From an optimization exercise on the open Yosys and OpenROAD flow, aimed at small area and a short achievable clock period; shortcuts taken in it are not production practice. In this exercise RTL edits were held to simulation tests only and were not proved equivalent to the original. Power figures rest on the tool's default switching activity, not on a simulated workload.

$ cat flow/run.sh
#!/bin/bash
# synth_recipe.tcl (not shown) runs the flow's synth.tcl, then flattens the netlist and writes it again
# the make line also repeats each setting of config.mk as NAME=value (left out here)
make -C /OpenROAD-flow-scripts/flow DESIGN_CONFIG=/design/flow/config.mk WORK_HOME=/design/flow/orfs CLKGATE_MAP_FILE= SYNTH_SCRIPT=/design/flow/synth_recipe.tcl finish
$ cat flow/config.mk
export PLATFORM = sky130hd
export DESIGN_NAME = alu_core_top
export DESIGN_NICKNAME = alu_core_top
export VERILOG_FILES = /design/flow/design.v
export SDC_FILE = /design/flow/constraint.sdc
export NUM_CORES = 4
export LEC_CHECK = 0
export CAP_MARGIN = 20
export CORE_MARGIN = 2
export CORE_UTILIZATION = 40
export SLEW_MARGIN = 20
$ cat flow/constraint.sdc
create_clock -name core_clock -period 5.0 [get_ports {clk}]
set_input_delay 1.0000 -clock core_clock [delete_from_list [all_inputs] [get_ports {clk}]]
set_output_delay 1.0000 -clock core_clock [all_outputs]
set_load 0.01 [all_outputs]
$ cat flow/design.v
package isa_pkg;
	localparam int INSTR_W    = 32;
	localparam int REG_ADDR_W = 5;
	localparam int IMM_W      = 16;
	localparam int OPCODE_W   = 6;
	localparam int FUNCT_W    = 6;
	localparam int OPCODE_LO = 26;
	localparam int RS_LO     = 21;
	localparam int RT_LO     = 16;
	localparam int RD_LO     = 11;
	localparam int FUNCT_LO  = 0;
	typedef enum logic [OPCODE_W-1:0] {
		OP_RTYPE = 6'b000000,
		OP_ADDI  = 6'b001000,
		OP_SLTI  = 6'b001010,
		OP_ORI   = 6'b001101,
		OP_XORI  = 6'b001111,
		OP_ANDI  = 6'b000001,  
		OP_LUI   = 6'b000111
	} opcode_e;
	typedef enum logic [FUNCT_W-1:0] {
		F_ADD  = 6'h20,
		F_SUB  = 6'h22,
		F_AND  = 6'h24,
		F_OR   = 6'h25,
		F_XOR  = 6'h26,
		F_NOR  = 6'h27,
		F_SLT  = 6'h2A,
		F_SLLV = 6'h04,
		F_SRLV = 6'h06,
		F_SRAV = 6'h07
	} funct_e;
endpackage
package core_pkg;
	localparam int XLEN     = 32;
	localparam int NUM_REGS = 32;
	localparam int SHAMT_W  = $clog2(XLEN);  
	typedef enum logic [3:0] {
		ALU_ADD,
		ALU_SUB,
		ALU_AND,
		ALU_OR,
		ALU_XOR,
		ALU_NOR,
		ALU_SLT,
		ALU_SLL,
		ALU_SRL,
		ALU_SRA,
		ALU_PASS_B
	} alu_op_e;
	typedef enum logic [4:0] {
		EXC_NONE     = 5'b00000,
		EXC_UNKNOWN  = 5'b00010,
		EXC_OVERFLOW = 5'b00100
	} exc_cause_e;
	localparam logic [XLEN-1:0] VEC_UNKNOWN  = 32'h0000_0150;
	localparam logic [XLEN-1:0] VEC_OVERFLOW = 32'h0000_0064;
endpackage
`timescale 1ns/100ps
module alu_core_top (
	input  logic        clk,
	input  logic        rst,
	input  logic        instr_valid,
	input  logic [31:0] instr,
	output logic        result_valid,
	output logic [31:0] result_data,
	output logic [4:0]  result_reg,
	output logic        exc_valid,
	output logic [4:0]  exc_cause,
	output logic [31:0] exc_vector
);
	logic [31:0] regs [1:31];
	logic [31:1] rvalid;
	logic        res_wr;    
	logic [31:1] wdec;
	always_comb
		for (int i = 1; i < 32; i++)
			wdec[i] = res_wr && (result_reg == 5'(i));
	always_ff @(posedge clk) begin
		for (int i = 1; i < 32; i++)
			if (wdec[i]) regs[i] <= result_data;
	end
	always_ff @(posedge clk) begin
		if (rst) rvalid <= '0;
		else     rvalid <= rvalid | wdec;
	end
	logic [5:0]  opcode, funct;
	logic [4:0]  rs, rt, rd;
	logic [15:0] imm;
	assign opcode = instr[31:26];
	assign rs     = instr[25:21];
	assign rt     = instr[20:16];
	assign rd     = instr[15:11];
	assign funct  = instr[5:0];
	assign imm    = instr[15:0];
	logic is_r;
	logic f_add, f_sub, f_and, f_or, f_xor, f_nor, f_slt, f_sll, f_srl, f_sra;
	logic o_addi, o_slti, o_ori, o_xori, o_andi, o_lui;
	assign is_r   = (opcode == 6'b000000);
	assign f_add  = is_r && funct == 6'h20;
	assign f_sub  = is_r && funct == 6'h22;
	assign f_and  = is_r && funct == 6'h24;
	assign f_or   = is_r && funct == 6'h25;
	assign f_xor  = is_r && funct == 6'h26;
	assign f_nor  = is_r && funct == 6'h27;
	assign f_slt  = is_r && funct == 6'h2A;
	assign f_sll  = is_r && funct == 6'h04;
	assign f_srl  = is_r && funct == 6'h06;
	assign f_sra  = is_r && funct == 6'h07;
	assign o_addi = opcode == 6'b001000;
	assign o_slti = opcode == 6'b001010;
	assign o_ori  = opcode == 6'b001101;
	assign o_xori = opcode == 6'b001111;
	assign o_andi = opcode == 6'b000001;
	assign o_lui  = opcode == 6'b000111;
	logic known;
	assign known = f_add | f_sub | f_and | f_or | f_xor | f_nor | f_slt | f_sll | f_srl | f_sra |
	               o_addi | o_slti | o_ori | o_xori | o_andi | o_lui;
	logic [4:0] dest;
	assign dest = is_r ? rd : rt;
	logic [31:0] immv;
	always_comb begin
		if (o_lui)
			immv = {imm, 16'h0000};
		else if (o_addi || o_slti)
			immv = {{16{imm[15]}}, imm};
		else
			immv = {16'h0000, imm};
	end
	logic        e_valid;    
	logic        e_wr;       
	logic        e_unknown;
	logic [4:0]  e_dest;
	logic [31:0] e_a, e_b;
	logic        e_fwd_a, e_fwd_b;
	logic        e_add, e_sub, e_inv, e_sum, e_slt, e_sl, e_sr, e_sra;
	logic [3:0]  e_tt;       
	logic byp_a, byp_b;
	assign byp_a = res_wr && (result_reg == rs);
	assign byp_b = res_wr && (result_reg == rt);
	logic [31:0] rd_a, rd_b;
	always_comb begin
		rd_a = byp_a ? result_data : '0;
		rd_b = byp_b ? result_data : '0;
		for (int i = 1; i < 32; i++) begin
			if (!byp_a && rvalid[i] && rs == 5'(i)) rd_a = rd_a | regs[i];
			if (!byp_b && rvalid[i] && rt == 5'(i)) rd_b = rd_b | regs[i];
		end
	end
	logic [31:0] opa, opb;
	assign opa = o_lui ? '0 : rd_a;
	assign opb = is_r ? rd_b : immv;
	logic flush;
	always_ff @(posedge clk) begin
		if (rst || flush) begin
			e_valid <= 1'b0;
			e_wr    <= 1'b0;
		end else begin
			e_valid <= instr_valid;
			e_wr    <= instr_valid && (dest != 5'd0);
		end
	end
	always_ff @(posedge clk) begin
		e_unknown <= !known;
		e_dest    <= dest;
		e_a       <= opa;
		e_b       <= opb;
		e_fwd_a   <= e_wr && (e_dest == rs) && !o_lui;
		e_fwd_b   <= e_wr && (e_dest == rt) && is_r;
		e_add     <= f_add | o_addi;
		e_sub     <= f_sub;
		e_inv     <= f_sub | f_slt | o_slti;
		e_sum     <= f_add | o_addi | f_sub;
		e_slt     <= f_slt | o_slti;
		e_sl      <= f_sll;
		e_sr      <= f_srl | f_sra;
		e_sra     <= f_sra;
		e_tt      <= (f_and | o_andi)         ? 4'b1000 :
		             (f_or | o_ori | o_lui)   ? 4'b1110 :
		             (f_xor | o_xori)         ? 4'b0110 :
		             f_nor                    ? 4'b0001 : 4'b0000;
	end
	logic [31:0] a, b;
	assign a = e_fwd_a ? result_data : e_a;
	assign b = e_fwd_b ? result_data : e_b;
	logic [31:0] bx;
	logic [32:0] s;
	assign bx = b ^ {32{e_inv}};
	assign s  = {1'b0, a} + {1'b0, bx} + {32'd0, e_inv};
	logic lt;
	assign lt = !s[32] ^ a[31] ^ b[31];
	logic ovf;
	assign ovf = (e_add && s[32]) || (e_sub && !s[32]);
	logic [31:0] sh_in, sh_out, a_rev, sh_rev;
	always_comb
		for (int i = 0; i < 32; i++) a_rev[i] = a[31-i];
	assign sh_in = e_sl ? a_rev : a;
	assign sh_out = 32'($signed({e_sra && a[31], sh_in}) >>> b[4:0]);
	always_comb
		for (int i = 0; i < 32; i++) sh_rev[i] = sh_out[31-i];
	logic [31:0] lg;
	always_comb
		for (int i = 0; i < 32; i++) lg[i] = e_tt[{a[i], b[i]}];
	logic [31:0] y;
	assign y = ({32{e_sum}} & s[31:0]) |
	           {31'd0, e_slt && lt} |
	           lg |
	           ({32{e_sr}} & sh_out) |
	           ({32{e_sl}} & sh_rev);
	logic exc;
	assign exc   = e_unknown || ovf;
	assign flush = e_valid && exc;
	logic e_unk_q;
	always_ff @(posedge clk) begin
		if (rst) begin
			result_valid <= 1'b0;
			exc_valid    <= 1'b0;
			res_wr       <= 1'b0;
		end else begin
			result_valid <= e_valid && !exc;
			exc_valid    <= flush;
			res_wr       <= e_wr && !exc;
		end
	end
	always_ff @(posedge clk) begin
		result_data <= y;
		result_reg  <= e_dest;
		e_unk_q     <= e_unknown;
	end
	assign exc_cause  = {2'b00, !e_unk_q, e_unk_q, 1'b0};
	assign exc_vector = {23'd0, e_unk_q, 1'b0, 1'b1, !e_unk_q, e_unk_q, 1'b0, !e_unk_q, 2'b00};
endmodule
==> results.py, run 1 <==
metrics = {
    "synth": {
        "avgSynthCellArea_um2": 12.6,
        "synth.distinct_cells": 88,
        "synth_edf_count": 992,
        "yosys-top-cells-area": "edfxtp_1 (55%), a22oi_1 (5.8%), dfxtp_1 (5.8%)",
        "synth.cell_area_mm2": 0.0545,
        "synth_flop_cell": "edfxtp_1",
        "synthCells": 4321,
        "synth_area_leader_cell": "edfxtp_1",
        "synth_commonest_cells": "edfxtp_1 (992), a22oi_1 (424), nand2_1 (308), nor2_1 (250), clkbuf_1 (192)",
        "synth_top_area_share_pct": 54.7,
        "yosys_warnings": 2,
        "synth_most_common_cell": "edfxtp_1",
        "synth_seq_cells": 1149,
        "async_flop_share_pct": 0,
        "seq_area_frac_synth_pct": 60.5,
    },
    "power_and_ir_drop": {
        "ir_drop_mv": 0.329,
        "powerDensity_mw_per_mm2": 328,
        "p_leak_nw": 21.2,
    },
    "grt": {
        "grt_pass1_wl_um": 423000,
        "overflow": 0,
        "grt_pass1_vias": 46000,
        "grt_max_degree": 38,
        "antenna_found_initial": 19,
        "track_usage_pct": 45.2,
    },
    "placement": {
        "gp_congestion": 1.01,
        "port_buffers": 79,
        "place_area_mm2": 0.0602,
        "hpwl_um": 212000,
    },
    "sta": {
        "fin_tns_setup_ns": 0,
        "grt_setup_unrepaired": "false",
        "slew_headroom_pct": 9.72,
        "skew_ns": 0.0352,
        "fin_crit_ns": 4.67,
        "max_freq_mhz": 214,
        "hold_viol": 0,
        "period_share_pct": 93.4,
        "setup_viol": 0,
        "slew_violations": 0,
        "worst_pin_slew_ns": 1.35,
    },
    "final_layout": {
        "seq_area_mm2": 0.0329,
        "largest_reg_flops": 992,
        "regMostFlops": "regs",
        "syn2layout_area_growth_pct": 18.5,
        "nFillCells": 12000,
        "nNetsFinal": 4663,
        "multi_input_area_mm2": 0.0202,
        "final_cell_area_mm2": 0.0645,
        "drive_above_1_share_pct": 17.0,
    },
    "setup_path": {
        "slowest_delay_ns": 0.68,
        "cp-end-kind": "flip-flop",
        "crit_buf_inv": 4,
        "crit_family": "compound AO/OA/AOI/OAI gates",
        "cp_cell_sequence": "buf_4, mux2i_1, xnor2_1, ha_1, nand4_1, nor4b_1, o21ai_1, buf_4, a2111o_1, buf_4, a211o_1, o21a_1, mux2i_1, buf_4, a211oi_1",
        "cp.required_ns": 5.69,
        "critical_path_class": "reg2reg",
        "cpMostUsedCell": "buf_4",
        "startpoint_type": "flip-flop",
        "crit_fanout": 11,
        "cp.arrival_ns": 5.36,
        "cp_slowest_cell": "dfxtp_2",
    },
    "drt": {
        "wl_per_cell_um": 50.0,
        "ant_nets": 0,
        "drc": 0,
        "dr.pass1.iters": 14,
        "drt_iter0_markers": 10900,
        "vias_per_cell": 7.68,
        "wirelength_um": 325000,
        "vias": 49900,
    },
    "floorplanning": {
        "die_area_mm2": 0.139,
        "core_mm2": 0.135,
        "fp.dieW_um": 373,
        "initial_core_util_pct": 40.2,
        "die_y_um": 373,
        "rows": 135,
        "io_pins": 111,
    },
    "clock_network": {
        "path_clk_slew_ns": 0.06,
        "max-clock-path-buffers": 3,
        "clock_latency_ns": 0.80,
        "cts_hold_buf": 0,
        "cts-htree-levels": 4,
        "clock-sinks": 1149,
        "numCtsBuffers": 131,
        "cts_resized": 0,
        "root_buffer": "clkbuf_16",
        "postCtsSetupBuffers": 0,
        "cts_tree": "yes",
    },
    "status": {
        "status": "no timing/DRC/antenna violations",
    },
    "job": {
        "drv_cap": 0,
    },
    "hold_path": {
        "hp-class": "reg2reg",
    },
}
==> kinds of logic (layout without fill, tap and decap cells) <==
| family | count (synthesis) | in the layout | share of synthesized area [%] |
|---|---|---|---|
| DFF | 1149 | 1149 | 60.5 |
| AOI/OAI and AO/OA | 1371 | 1371 | 19.6 |
| adders and majority gates | 32 | 32 | 0.749 |
| and+or+nand+nor | 1046 | 1046 | 9.26 |
| xor gates and xnor gates | 110 | 110 | 1.78 |
| other | 2 | 43 | 0.0138 |
| buffers and inverters | 417 | 773 | 3.63 |
| muxes | 194 | 194 | 4.44 |
==> metrics by stage <==
step | power [mW] | worst slack (ns) | hold WS, ns | utilization [%] | std cells
after floorplan | 11.0 | 1.05 | 0.351 | - | 4350
after global placement | 11.4 | 0.247 | 0.369 | 44.5 | 6244
after detailed placement | 11.4 | 0.298 | 0.366 | 44.5 | 6244
after CTS | 21.1 | 0.398 | 0.376 | 47.7 | 6487
after global routing | 21.5 | 0.144 | 0.396 | 47.7 | 6488
final | 21.2 | 0.328 | 0.372 | 47.7 | 6499
==> per-layer routing <==
metal  GRT usage [%]  share of wire, %  vias up
met4            33.6               9.5       22
li1                -                 -    18300
met5               0             0.060        -
met3            17.3                15     1473
met1            55.1                34    24800
met2            64.6                41     5312
==> final timing paths <==
path	from	to	slack, ns	depth (start not counted)
hold reg to reg	e_unknown$_DFF_P_	e_unk_q$_DFF_P_	0.37	0
hold / removal	e_unknown$_DFF_P_	e_unk_q$_DFF_P_	0.37	0
setup reg to reg	e_fwd_b$_DFF_P_	e_wr$_SDFF_PP0_	0.33	15
setup / recovery	e_fwd_b$_DFF_P_	e_wr$_SDFF_PP0_	0.33	15
==> cell type report <==
| type | count | area share, % |
|---|---|---|
| timing repair buffer | 487 | 7.10 |
| antenna | 12 | 0.0465 |
| clock inverter | 75 | 1.22 |
| multi-input combinational | 2784 | 31.4 |
| inverter | 43 | 0.250 |
| clock buffer | 168 | 5.49 |
| tap | 1781 | 3.45 |
| sequential | 1149 | 51.1 |
==> layout by cell type (no fill, tap or decap), drive strengths merged, types with 53 or more instances in the layout <==
master | synthesis | layout
a21oi | 149 | 149
nor3 | 59 | 59
a22oi | 424 | 424
dfxtp | 157 | 157
clkbuf | 193 | 168
a222oi | 113 | 113
xnor2 | 86 | 86
a32oi | 61 | 61
mux2i | 131 | 131
inv | 42 | 53
clkdlybuf4s50 | 0 | 79
edfxtp | 992 | 992
nand2 | 308 | 308
nor2 | 251 | 251
a221oi | 159 | 159
buf | 181 | 408
nand3 | 126 | 126
a22o | 106 | 106
nand4 | 108 | 108
o21ai | 66 | 66
==> power by group <==
| group | internal, mW | switching, mW | total [mW] |
|---|---|---|---|
| Clock | 5.55 | 4.36 | 9.91 |
| Combinational | 0.243 | 0.571 | 0.814 |
| Sequential | 10.4 | 0.0673 | 10.5 |
| Total | 16.2 | 5.00 | 21.2 |
==> run 2: changes to the inputs <==
--- a/flow/design.v
+++ b/flow/design.v
@@ -70,14 +70,18 @@
 	output logic [31:0] exc_vector
 );
+	logic [31:0] w_data;    
+	logic [4:0]  w_reg;     
+	logic        w_en;      
+	assign w_data = result_data;
+	assign w_reg  = result_reg;
 	logic [31:0] regs [1:31];
 	logic [31:1] rvalid;
-	logic        res_wr;    
 	logic [31:1] wdec;
 	always_comb
 		for (int i = 1; i < 32; i++)
-			wdec[i] = res_wr && (result_reg == 5'(i));
+			wdec[i] = w_en && (w_reg == 5'(i));
 	always_ff @(posedge clk) begin
 		for (int i = 1; i < 32; i++)
-			if (wdec[i]) regs[i] <= result_data;
+			if (wdec[i]) regs[i] <= w_data;
 	end
 	always_ff @(posedge clk) begin
@@ -119,4 +123,6 @@
 	logic [4:0] dest;
 	assign dest = is_r ? rd : rt;
+	logic inv;    
+	assign inv = f_sub | f_slt | o_slti;
 	logic [31:0] immv;
 	always_comb begin
@@ -133,25 +139,36 @@
 	logic [4:0]  e_dest;
 	logic [31:0] e_a, e_b;
-	logic        e_fwd_a, e_fwd_b;
 	logic        e_add, e_sub, e_inv, e_sum, e_slt, e_sl, e_sr, e_sra;
 	logic [3:0]  e_tt;       
-	logic byp_a, byp_b;
-	assign byp_a = res_wr && (result_reg == rs);
-	assign byp_b = res_wr && (result_reg == rt);
+	logic [31:0] y;          
 	logic [31:0] rd_a, rd_b;
 	always_comb begin
-		rd_a = byp_a ? result_data : '0;
-		rd_b = byp_b ? result_data : '0;
+		rd_a = '0;
+		rd_b = '0;
 		for (int i = 1; i < 32; i++) begin
-			if (!byp_a && rvalid[i] && rs == 5'(i)) rd_a = rd_a | regs[i];
-			if (!byp_b && rvalid[i] && rt == 5'(i)) rd_b = rd_b | regs[i];
-		end
-	end
+			if (rvalid[i] && rs == 5'(i)) rd_a = rd_a | regs[i];
+			if (rvalid[i] && rt == 5'(i)) rd_b = rd_b | regs[i];
+		end
+	end
+	logic e_fw;
+	assign e_fw = e_wr && !exc_valid;
+	logic fwd_a, fwd_b, byp_a, byp_b;
+	assign fwd_a = e_fw && (e_dest == rs);
+	assign fwd_b = e_fw && (e_dest == rt);
+	assign byp_a = w_en && (w_reg == rs);
+	assign byp_b = w_en && (w_reg == rt);
 	logic [31:0] opa, opb;
-	assign opa = o_lui ? '0 : rd_a;
-	assign opb = is_r ? rd_b : immv;
-	logic flush;
-	always_ff @(posedge clk) begin
-		if (rst || flush) begin
+	always_comb begin
+		if (o_lui)      opa = '0;
+		else if (fwd_a) opa = y;
+		else if (byp_a) opa = w_data;
+		else            opa = rd_a;
+		if (!is_r)      opb = immv;
+		else if (fwd_b) opb = y;
+		else if (byp_b) opb = w_data;
+		else            opb = rd_b;
+	end
+	always_ff @(posedge clk) begin
+		if (rst) begin
 			e_valid <= 1'b0;
 			e_wr    <= 1'b0;
@@ -165,10 +182,8 @@
 		e_dest    <= dest;
 		e_a       <= opa;
-		e_b       <= opb;
-		e_fwd_a   <= e_wr && (e_dest == rs) && !o_lui;
-		e_fwd_b   <= e_wr && (e_dest == rt) && is_r;
+		e_b       <= opb ^ {32{inv}};
 		e_add     <= f_add | o_addi;
 		e_sub     <= f_sub;
-		e_inv     <= f_sub | f_slt | o_slti;
+		e_inv     <= inv;
 		e_sum     <= f_add | o_addi | f_sub;
 		e_slt     <= f_slt | o_slti;
@@ -182,14 +197,36 @@
 	end
 	logic [31:0] a, b;
-	assign a = e_fwd_a ? result_data : e_a;
-	assign b = e_fwd_b ? result_data : e_b;
-	logic [31:0] bx;
-	logic [32:0] s;
-	assign bx = b ^ {32{e_inv}};
-	assign s  = {1'b0, a} + {1'b0, bx} + {32'd0, e_inv};
+	assign a = e_a;
+	assign b = e_b;    
+	logic [31:0] g0, p0, x0;
+	assign g0 = a & b;
+	assign p0 = a | b;
+	assign x0 = a ^ b;
+	logic [31:0] gg [0:5];
+	logic [31:0] pp [0:5];
+	always_comb begin
+		gg[0] = g0;
+		pp[0] = p0;
+		gg[0][0] = g0[0] | (p0[0] & e_inv);
+		for (int l = 0; l < 5; l++) begin
+			for (int i = 0; i < 32; i++) begin
+				if (i & (1 << l)) begin
+					gg[l+1][i] = gg[l][i] | (pp[l][i] & gg[l][(i & ~((1 << l) - 1)) - 1]);
+					pp[l+1][i] = pp[l][i] & pp[l][(i & ~((1 << l) - 1)) - 1];
+				end else begin
+					gg[l+1][i] = gg[l][i];
+					pp[l+1][i] = pp[l][i];
+				end
+			end
+		end
+	end
+	logic [32:0] c;    
+	assign c = {gg[5], e_inv};
+	logic [31:0] s;
+	assign s = x0 ^ c[31:0];
 	logic lt;
-	assign lt = !s[32] ^ a[31] ^ b[31];
+	assign lt = c[32] ^ a[31] ^ b[31];
 	logic ovf;
-	assign ovf = (e_add && s[32]) || (e_sub && !s[32]);
+	assign ovf = (e_add && c[32]) || (e_sub && !c[32]);
 	logic [31:0] sh_in, sh_out, a_rev, sh_rev;
 	always_comb
@@ -202,13 +239,12 @@
 	always_comb
 		for (int i = 0; i < 32; i++) lg[i] = e_tt[{a[i], b[i]}];
-	logic [31:0] y;
-	assign y = ({32{e_sum}} & s[31:0]) |
+	assign y = ({32{e_sum}} & s) |
 	           {31'd0, e_slt && lt} |
 	           lg |
 	           ({32{e_sr}} & sh_out) |
 	           ({32{e_sl}} & sh_rev);
-	logic exc;
-	assign exc   = e_unknown || ovf;
-	assign flush = e_valid && exc;
+	logic e_live, exc;
+	assign e_live = e_valid && !exc_valid;
+	assign exc    = e_unknown || ovf;
 	logic e_unk_q;
 	always_ff @(posedge clk) begin
@@ -216,9 +252,9 @@
 			result_valid <= 1'b0;
 			exc_valid    <= 1'b0;
-			res_wr       <= 1'b0;
+			w_en         <= 1'b0;
 		end else begin
-			result_valid <= e_valid && !exc;
-			exc_valid    <= flush;
-			res_wr       <= e_wr && !exc;
+			result_valid <= e_live && !exc;
+			exc_valid    <= e_live && exc;
+			w_en         <= e_wr && !exc_valid && !exc;
 		end
 	end
--- a/flow/config.mk
+++ b/flow/config.mk
@@ -9,3 +9,4 @@
 export CORE_MARGIN = 2
 export CORE_UTILIZATION = 40
+export SETUP_SLACK_MARGIN = 1.5
 export SLEW_MARGIN = 20
==> run 2 against run 1 <==
Clock power down 4.5%. Combinational power down 8.2%. Final cell count up 0.95%. Sequential cell count down 2. Worst setup slack better by 0.93 ns. Count of clock-buffer cells in the layout down 22. Largest power group unchanged. Maximum frequency up 25%. Non-clock buffer count up 49. Via count up 0.10%. Critical endpoint is now e_b[16]$_DFF_P_. Routed wire length down 7.3%. Hold slack better by 0.033 ns. Still clean.
==> results.py, run 2 <==
metrics = {
    "drt": {
        "drt_iter0_markers": 11200,
        "vias": 49900,
        "drc": 0,
        "wl_per_cell_um": 45.9,
        "wirelength_um": 301000,
        "dr.pass1.iters": 12,
        "vias_per_cell": 7.61,
        "ant_nets": 0,
    },
    "setup_path": {
        "cp-startpoint": "e_b[0]$_DFF_P_",
        "cp_cell_sequence": "fa_2, inv_2, fa_2, nor2_2, o2111ai_4, a31oi_4, or3_4, fa_2, a221o_1, a221o_2, mux2i_1, o21ai_1, xnor2_1",
        "reg2reg_depth": 13,
        "cp-end-kind": "flip-flop",
        "crit_buf_inv": 1,
        "worstReg2RegStart": "e_b[0]$_DFF_P_",
        "critical_path_class": "reg2reg",
        "cp_slowest_cell": "a221o_2",
        "cp.required_ns": 5.68,
        "crit_family": "compound AO/OA/AOI/OAI gates",
        "worstReg2RegEnd": "e_b[16]$_DFF_P_",
        "cp-endpoint": "e_b[16]$_DFF_P_",
        "ff2ff_setup_slack_ns": 1.25,
        "cpMostUsedCell": "fa_2",
        "slowest_delay_ns": 0.46,
        "cp.arrival_ns": 4.42,
        "crit_fanout": 4,
        "startpoint_type": "flip-flop",
        "path_depth": 13,
    },
    "sta": {
        "worst_pin_slew_ns": 1.42,
        "fin_crit_ns": 3.75,
        "fin_tns_setup_ns": 0,
        "skew_ns": 0.0780,
        "fin_ws_ns": 1.25,
        "hold_viol": 0,
        "slew_violations": 0,
        "max_freq_mhz": 267,
        "setup_viol": 0,
        "slew_headroom_pct": 4.96,
        "grt_setup_unrepaired": "true",
        "period_share_pct": 74.9,
    },
    "grt": {
        "antenna_found_initial": 19,
        "overflow": 0,
        "grt_max_degree": 65,
        "grt_pass1_wl_um": 397000,
        "grt_pass1_vias": 46500,
        "track_usage_pct": 41.4,
    },
    "final_layout": {
        "syn2layout_area_growth_pct": 20.2,
        "mostFrequentLayoutCells": "edfxtp_1 (992), a22oi_1 (710), buf_4 (384), nor2_1 (214), nand2_1 (195)",
        "fin_util_pct": 48.5,
        "regMostFlops": "regs",
        "drive_above_1_share_pct": 21.2,
        "final_common_cell": "edfxtp_1",
        "nNetsFinal": 4761,
        "largest_reg_flops": 992,
    },
    "clock_network": {
        "clock_latency_ns": 0.80,
        "cts-htree-levels": 3,
        "cts_tree": "yes",
        "root_buffer": "clkbuf_16",
        "path_clk_slew_ns": 0.07,
        "max-clock-path-buffers": 3,
        "numCtsBuffers": 117,
        "clock-sinks": 1147,
    },
    "synth": {
        "synthXorXnorAreaFrac_pct": 1.10,
        "synth_commonest_cells": "edfxtp_1 (992), a22oi_1 (712), clkbuf_1 (303), nor2_1 (251), nand2_1 (198)",
        "synth.cell_area_mm2": 0.0548,
        "synth_area_leader_cell": "edfxtp_1",
        "avgSynthCellArea_um2": 12.5,
        "seq_area_frac_synth_pct": 60.1,
        "synth_fa_ha_area_share_pct": 1.59,
        "synth_top_area_share_pct": 54.4,
        "synth_edf_count": 992,
        "yosys_warnings": 4,
        "synth_flop_cell": "edfxtp_1",
        "synthMuxAreaShare_pct": 4.50,
        "synthCells": 4396,
        "async_flop_share_pct": 0,
        "synth_compound_area_share_pct": 19.0,
        "yosys-top-cells-area": "edfxtp_1 (54%), a22oi_1 (9.8%), dfxtp_1 (5.7%)",
        "synth_seq_cells": 1147,
        "synth_top_family_by_area": "compound AO/OA/AOI/OAI gates",
        "synth_most_common_cell": "edfxtp_1",
        "synth.distinct_cells": 86,
        "synth_simple_gate_area_share_pct": 9.83,
    },
    "floorplanning": {
        "die_y_um": 374,
        "core_mm2": 0.136,
        "io_pins": 111,
        "initial_core_util_pct": 40.4,
        "fp.dieW_um": 374,
        "die_area_mm2": 0.140,
        "rows": 135,
    },
    "power_and_ir_drop": {
        "p_leak_nw": 22.2,
        "powerDensity_mw_per_mm2": 313,
        "ir_drop_mv": 0.308,
    },
    "status": {
        "status": "no timing/DRC/antenna violations",
    },
    "hold_path": {
        "hp-class": "reg2reg",
    },
    "placement": {
        "gp_congestion": 1.04,
        "dp_worst_setup_slack_ns": -0.465,
        "hpwl_um": 193000,
        "port_buffers": 79,
    },
    "job": {
        "drv_cap": 0,
    },
}
run 2: what timing repair did:
action,4_1_cts,5_1_grt
resized for setup,165,110
buffers inserted,32,39
setup endpoints to repair,85,68
pin swaps,17,37
endpoints found under the hold margin,0,0
hold buffers,0,0
cloned,3,2
run 2: final cells by class:
class                      instances  area, um^2
antenna                           18        45.0
clock buffer                     146        3200
clock inverter                    75         892
fill                           12000       69800
inverter                          94         355
multi-input combinational       2764       21100
sequential                      1147       32900
tap                             1781        2230
timing repair buffer             536        5090
run 2: kinds of logic after synthesis:
kind of cell | count (synthesis)
AO/OA/AOI/OAI | 1372
XOR/XNOR | 69
adder cells (fa/ha/maj) | 66
buffers and inverters | 514
flip-flops | 1147
multiplexers | 162
other | 2
AND/OR/NAND/NOR | 1064
run 2: routing by layer:
metal	track usage [%]	part of all wire [%]	vias up
met2	58.8	41	5626
met5	1.23	0.13	-
li1	-	-	18300
met4	34.2	11	18
met3	17.7	16	1789
met1	48.4	32	24200
run 2: per-stage QoR:
step | std cells | hold WS [ns] | power, mW | instance area, um^2
2_1_floorplan | 4425 | 0.365 | 11.0 | 54900
3_3_place_gp | 6242 | 0.392 | 11.3 | 59900
3_5_place_dp | 6245 | 0.388 | 11.3 | 59900
4_1_cts | 6501 | 0.408 | 20.5 | 65000
5_1_grt | 6550 | 0.418 | 21.0 | 65800
6_report | 6561 | 0.405 | 20.6 | 65800
run 2: worst min-delay path by stage:
stage	start	to	slack (ns)	cells after the start
after floorplan	e_unknown$_DFF_P_	e_unk_q$_DFF_P_	0.36	0
after global placement	e_dest[0]$_DFF_P_	result_reg[0]$_DFF_P_	0.39	0
after detailed placement	e_dest[0]$_DFF_P_	result_reg[0]$_DFF_P_	0.39	0
after CTS	e_dest[0]$_DFF_P_	result_reg[0]$_DFF_P_	0.41	0
after global routing	e_dest[0]$_DFF_P_	result_reg[0]$_DFF_P_	0.42	0
final	e_dest[4]$_DFF_P_	result_reg[4]$_DFF_P_	0.40	0
run 2: power by group:
part,switching [mW],internal [mW],leakage [nW]
sequential,0.0697,10.4,9.47
combinational,0.490,0.258,10.7
clock,4.11,5.35,2.00
==> run 3: changes to the inputs <==
==> flow/flow/run.sh (new file) <==
#!/bin/bash
# The standard layout with these changes passed to ORFS through the environment:
#  - no full/half-adder extraction in synthesis (ADDER_MAP_FILE empty), so ABC maps
#    the RTL's parallel-prefix adder as written instead of turning it into fa/ha chains;
#  - clock tree synthesis without dummy loads;
#  - port buffers of buf_2 cells, which timing repair can size, in place of the
#    delay cell buffer_ports picks by default.
# Registers and their names are those of the standard synthesis.
set -euo pipefail
cd "$(dirname "$0")/.."
export ADDER_MAP_FILE=
export BUFFER_PORTS_ARGS="-inputs -outputs -buffer_cell sky130_fd_sc_hd__buf_2"
export CTS_ARGS="-sink_clustering_enable -repair_clock_nets -dont_use_dummy_load"
bash standard.sh > flow_standard.log 2>&1
==> flow/standard.sh (new file) <==
#!/bin/bash
# synth_recipe.tcl (not shown) runs the flow's synth.tcl, then flattens the netlist and writes it again
# the make line also repeats each setting of config.mk as NAME=value (left out here)
make -C /OpenROAD-flow-scripts/flow DESIGN_CONFIG=/design/flow/config.mk WORK_HOME=/design/flow/orfs CLKGATE_MAP_FILE= SYNTH_SCRIPT=/design/flow/synth_recipe.tcl "${@:-finish}"
--- a/flow/config.mk
+++ b/flow/config.mk
@@ -6,7 +6,7 @@
 export NUM_CORES = 4
 export LEC_CHECK = 0
-export CAP_MARGIN = 20
+export CAP_MARGIN = 40
 export CORE_MARGIN = 2
 export CORE_UTILIZATION = 40
 export SETUP_SLACK_MARGIN = 1.5
-export SLEW_MARGIN = 20
+export SLEW_MARGIN = 40
removed: flow/run.sh
==> run 3 against run 2 <==
Routed wire length decreased by 8.0%. Global-route usage is 2.1 points lower. Hold slack worse by 0.0048 ns. Largest cell class unchanged. Synthesized cell count down 6.4%. Still clean on timing, DRC and antenna.
==> results.py, run 3 <==
metrics = {
    "synth": {
        "yosys_warnings": 4,
        "synth_commonest_cells": "edfxtp_1 (992), a22oi_1 (480), clkbuf_1 (342), nor2_1 (223), a221oi_1 (220)",
        "async_flop_share_pct": 0,
        "synth_most_common_cell": "edfxtp_1",
        "synth_edf_count": 992,
        "synth_seq_cells": 1147,
        "avgSynthCellArea_um2": 12.8,
        "synth_top_area_share_pct": 56.6,
        "seq_area_frac_synth_pct": 62.5,
        "synth_area_leader_cell": "edfxtp_1",
        "synthCells": 4113,
        "synth_flop_cell": "edfxtp_1",
        "synth.distinct_cells": 78,
        "synth.cell_area_mm2": 0.0526,
        "yosys-top-cells-area": "edfxtp_1 (57%), a22oi_1 (6.8%), dfxtp_1 (5.9%)",
    },
    "grt": {
        "antenna_found_initial": 22,
        "grt_pass1_vias": 43300,
        "track_usage_pct": 39.3,
        "grt_pass1_wl_um": 365000,
        "overflow": 0,
        "grt_max_degree": 53,
    },
    "sta": {
        "slew_violations": 0,
        "period_share_pct": 75.3,
        "worst_pin_slew_ns": 1.04,
        "grt_setup_unrepaired": "true",
        "max_freq_mhz": 266,
        "hold_viol": 0,
        "skew_ns": 0.0981,
        "setup_viol": 0,
        "fin_crit_ns": 3.77,
        "slew_headroom_pct": 30.2,
        "fin_tns_setup_ns": 0,
        "whs_ns": 0.400,
    },
    "drt": {
        "drt_iter0_markers": 13400,
        "drc": 0,
        "vias": 47500,
        "ant_nets": 0,
        "dr.pass1.iters": 17,
        "wirelength_um": 277000,
        "vias_per_cell": 7.90,
        "wl_per_cell_um": 46.0,
    },
    "final_layout": {
        "syn2layout_area_growth_pct": 16.1,
        "nFillCells": 11500,
        "mostFrequentLayoutCells": "edfxtp_1 (992), a22oi_1 (480), buf_4 (253), a221oi_1 (216), a22o_1 (213)",
        "largest_reg_flops": 992,
        "instances_no_fill": 6013,
        "regMostFlops": "regs",
        "final_common_cell": "edfxtp_1",
        "nNetsFinal": 4280,
        "drive_above_1_share_pct": 19.8,
    },
    "clock_network": {
        "cts-htree-levels": 3,
        "numCtsBuffers": 117,
        "path_clk_slew_ns": 0.05,
        "cts_hold_buf": 0,
        "clock-sinks": 1147,
        "root_buffer": "clkbuf_16",
        "max-clock-path-buffers": 3,
        "clock_latency_ns": 0.79,
        "cts_tree": "yes",
    },
    "setup_path": {
        "startpoint_type": "primary input",
        "cp.required_ns": 5.61,
        "cp-end-kind": "flip-flop",
        "crit_fanout": 12,
        "critical_path_class": "in2reg",
        "cp.arrival_ns": 4.38,
    },
    "floorplanning": {
        "core_mm2": 0.131,
        "fp.dieW_um": 367,
        "die_area_mm2": 0.134,
        "rows": 133,
        "die_y_um": 367,
        "io_pins": 111,
        "initial_core_util_pct": 40.2,
    },
    "hold_path": {
        "hp-class": "reg2reg",
    },
    "job": {
        "drv_cap": 0,
    },
    "placement": {
        "gp_congestion": 1.02,
        "dp.cells": 5822,
        "port_buffers": 79,
        "hpwl_um": 167000,
    },
    "power_and_ir_drop": {
        "p_leak_nw": 19.6,
        "ir_drop_mv": 0.303,
        "powerDensity_mw_per_mm2": 305,
    },
    "status": {
        "status": "no timing/DRC/antenna violations",
    },
}
[run 3: cell types whose count changed in the layout (fill, tap and decap cells not counted), sizes merged, moves of 67 or more]
cell           delta
a22o            +133
inv              -86
a22oi           -232
clkdlybuf4s50    -69
nand2            -67
a221oi          +128
[run 3: area by class of cell]
cell class,count,area [um^2],share of cell area (%)
flip-flops and latches,1147,33000,54.0
diodes,15,37.5,0.0614
multi-input cells,2540,18900,31.0
repair buffers,417,3960,6.47
well taps,1755,2200,3.59
clock buffers,117,2930,4.79
inverters,22,83.8,0.137
[run 3: critical path, cell delays in order]
cell	delay, ns
buf_2	0.20
nor2b_1	0.59
and3_2	0.96
buf_4	0.46
a22oi_1	0.15
nand3_1	0.09
nor2_1	0.05
nand4_1	0.08
o221ai_1	0.44
a21oi_1	0.31
[run 3: kinds of logic (layout without fill, tap and decap cells)]
logic type | Yosys count | after routing | share of synthesized area (%)
flip-flops | 1147 | 1147 | 62.5
other | 2 | 46 | 0.0143
buffers and inverters | 458 | 556 | 3.56
AND/OR/NAND/NOR | 837 | 840 | 7.95
adder cells (fa/ha/maj) | 17 | 17 | 0.347
XOR/XNOR | 104 | 104 | 1.73
AO/OA/AOI/OAI | 1413 | 1413 | 20.5
multiplexers | 135 | 135 | 3.37
[run 3: final timing paths]
kind | end | depth (start not counted) | from | slack (ns)
max | e_a[12]$_SDFF_PP0_ | 10 | instr[24] | 1.23
min | result_reg[4]$_DFF_P_ | 0 | e_dest[4]$_DFF_P_ | 0.40
max reg2reg | e_a[12]$_SDFF_PP0_ | 6 | result_reg[1]$_DFF_P_ | 1.43
min reg2reg | result_reg[4]$_DFF_P_ | 0 | e_dest[4]$_DFF_P_ | 0.40
[run 3: timing repair]
item                       CTS  global route
cloned                       1             2
buffers inserted            33            23
pin swaps                   24            27
gates resized for setup     65            94
setup endpoints to repair   69            45
[run 3: report_power, final]
group          switching, mW  internal [mW]  total, mW
Combinational          0.417          0.176      0.593
Clock                   3.52           4.05       7.57
Sequential            0.0935           10.4       10.5
[run 3: per-layer routing]
layer / routed length (um) / vias up / GRT usage (%)
met5: 234 / - / 1.21
met4: 27700 / 24 / 27.9
met3: 51600 / 1848 / 20.1
met2: 107000 / 5847 / 53.5
met1: 90900 / 22800 / 47.6
li1: - / 17000 / -
[run 3: through the flow]
step	power (mW)	instance area [um^2]	setup WS, ns	utilization, %
floorplan	11.0	52700	1.61	-
global placement	11.2	56300	-0.306	43.0
global route	19.0	61100	1.39	46.6
CTS	18.5	60500	1.32	46.2
finish	18.7	61100	1.23	46.6
detailed placement	11.2	57000	0.145	43.5

[static timing again, ports no longer ideal]
The flow's constraints put no driver on any port. The routed layouts listed below were extracted and timed again, unchanged, in two steps. Step 1, drivers: a clkbuf_16 drives clk and a buf_2 each remaining input, both assumed. Step 2 also shifts input and output timing later by t, the mid clock arrival at the registers, as if the neighbouring blocks saw the same clock. Slacks: no drivers / after step 1 / after step 2; pairs: no drivers / after step 1.
| run | t (ns) | slack for setup (ns) | clock arrival spread, ns |
|---|---|---|---|
| run 1 | 0.859 | 0.328 / 0.328 / -0.006 | 0.036 / 0.037 |
| run 2 | 0.841 | 1.253 / 1.253 / 0.661 | 0.079 / 0.079 |
| run 3 | 0.824 | 1.235 / 1.292 / 0.468 | 0.098 / 0.098 |
Met with ideal ports but missed after step 2: setup timing in run 1. For run 3, which loses most, drivers alone change the setup slack by +0.057 ns; drivers and shift together by -0.767 ns.
